From an optimization exercise on the open Yosys and OpenROAD flow, aimed at small area, a short achievable clock period and few clock cycles per item; shortcuts taken in it are not production practice.
The RTL was checked by simulation tests, not by an equivalence proof against the original design.
No activity file was given, so power comes from the tool's default toggle rates.

Design lsu_top, start of the top module:
module lsu_top (
  input  logic                          clk,
  input  logic                          rst,
  input  lsu_pkg::beat_t                in_data,
  input  logic                          in_valid,
  output logic                          in_ready,
  output lsu_pkg::beat_t                out_data,
  output logic                          out_valid,
  input  logic                          out_ready,
  input  logic                          start,
  input  logic                          store,
  output logic                          done,
  input  lsu_pkg::cfg_t                 len,
  input  lsu_pkg::cfg_t                 seg_count,
  input  lsu_pkg::cfg_t                 block_factor,
  input  lsu_pkg::cfg_t                 seg_stride,
  input  lsu_pkg::cfg_t                 addr_offset,
  output lsu_pkg::addr_t                ram_addr,
  output lsu_pkg::word_t                ram_d,
  output logic                          ram_we,
  output logic [lsu_pkg::num_banks-1:0] ram_ce,
  input  logic [lsu_pkg::num_banks*lsu_pkg::word_w-1:0] ram_q
);
  localparam int AW = lsu_pkg::addr_w;
  localparam int CW = lsu_pkg::cfg_w;
  localparam int WW = lsu_pkg::word_w;
  localparam int RL = lsu_pkg::rd_latency;
  lsu_pkg::gen_t g, g_step, g_init, g_next;
  logic [7:0] wib;            
  logic       is_st;          
  logic       st_run;         
  logic       ld_run;         
  logic       stall;          
  logic       stall_r;        
  logic       wait_dlv;       
  logic       deliver_r;      
  logic       x_last;
  logic       issue, push, resume, deliver;
  logic       done_next;
  logic [RL:0] rv;            
  logic [RL:0] rlb;           
  ...
Size in the first run: ~2000 cells after synthesis, roughly 810 flip-flops, about 1500 I/O pins, roughly 32000 um2 of cells after synthesis.
==> flow/config.mk <==
export PLATFORM = sky130hd
export DESIGN_NAME = lsu_top
export DESIGN_NICKNAME = lsu_top
export VERILOG_FILES = /design/flow/design.v
export SDC_FILE = /design/flow/constraint.sdc
export NUM_CORES = 4
export LEC_CHECK = 0
export ABC_CLOCK_PERIOD_IN_PS = 2000
export CAP_MARGIN = 20
export CORE_AREA = 3 3 497 497
export CTS_CLUSTER_DIAMETER = 80
export CTS_CLUSTER_SIZE = 24
export DIE_AREA = 0 0 500 500
export SETUP_SLACK_MARGIN = 2.4
export SLEW_MARGIN = 20
export TNS_END_PERCENT = 5
==> flow/constraint.sdc <==
create_clock -name core_clock -period 5.0 [get_ports {clk}]
set_input_delay 1.0000 -clock core_clock [delete_from_list [all_inputs] [get_ports {clk}]]
set_output_delay 1.0000 -clock core_clock [all_outputs]
set_load 0.01 [all_outputs]
standard.sh (not shown) runs the stock make flow with config.mk's settings and CLKGATE_MAP_FILE= SYNTH_SCRIPT=/design/flow/synth_recipe.tcl, a recipe that flattens the netlist after the stock synthesis.
==> flow/flow/run.sh <==
#!/bin/bash
# Standard ORFS layout with two changes: ports get the smallest plain buffer
# (buf_1) instead of the delay buffer buffer_ports picks on its own, and the
# pins of each data bit are grouped on the die edge (flow/pins.tcl).
set -euo pipefail
bash standard.sh \
  "BUFFER_PORTS_ARGS=-buffer_cell sky130_fd_sc_hd__buf_1" \
  "PRE_IO_PLACEMENT_TCL=$PWD/flow/pins.tcl" \
  finish > standard_make.log 2>&1
==> flow/flow/pins.tcl <==
# Bit-slice pin groups: for bit b, the four ram_q words, the eight out_data
# words (in shift order), the eight in_data words and ram_d share one stretch
# of the die edge, so each slice's cells can sit together.
for {set b 0} {$b < 64} {incr b} {
  set names {}
  for {set k 0} {$k < 4} {incr k} { lappend names "ram_q\[[expr {64 * $k + $b}]\]" }
  for {set w 7} {$w >= 0} {incr w -1} { lappend names "out_data\[[expr {64 * $w + $b}]\]" }
  for {set w 0} {$w < 8} {incr w} { lappend names "in_data\[[expr {64 * $w + $b}]\]" }
  lappend names "ram_d\[$b\]"
  set_io_pin_constraint -pin_names $names -group -order
}
Testbench counts at the start, summed over its fixed seeds: cycles 73,854, items 9,040.
Then changed:
- SETUP_SLACK_MARGIN: 2.4 -> 2.7
Register-to-register slack gets better by 270 ps.
Non-clock buffer count rose by 13.
Final area rose by about 1.2%.
Final cell count barely changes.
Via count rose by about 0.7%.
Wire length stays flat.
Flip-flop and latch count stays the same.
Die area stays the same.
Critical path depth fell by 5.
Maximum frequency rose by 10%.
Then changed:
- ABC_CLOCK_PERIOD_IN_PS: 2000 -> unset
- PLACE_DENSITY: unset -> 0.75
- SETUP_SLACK_MARGIN: 2.7 -> 3.0
Sequential cell count stays the same.
Routed wire length went down by 0.77%.
Global-route usage drops by 0.21 points.
Sequential power hardly moves.
Combinational power is higher by about 3%.
Clock skew goes down by 50 ps.
Hold slack got worse by 12 ps.
Worst setup slack loses 130 ps.

what the ideal ports hide:
The results above use ideal ports. As a check the final layouts listed here were re-extracted and re-timed, cells and wires unchanged. Step 1, drivers: a clkbuf_16 drives clk and a buf_2 each remaining input, both assumed. Step 2 also shifts input and output timing later by t, the mid clock arrival at the registers, as if the neighbouring blocks saw the same clock. Three values: ideal, step 1, step 2; two values: the first two.
| run | t, ns | setup WS [ns] | worst register clock-pin slew, ns |
|---|---|---|---|
| the first run | 0.768 | 2.431 / 2.375 / 1.726 | 0.10 / 0.10 |
| the second run | 0.769 | 2.664 / 2.589 / 1.838 | 0.10 / 0.10 |
| the third run | 0.769 | 2.536 / 2.577 / 1.808 | 0.10 / 0.10 |
After both steps every run listed still meets setup and hold. The setup slack of the second run, which loses most, moves by -0.075 ns with the drivers and by -0.826 ns with both steps.
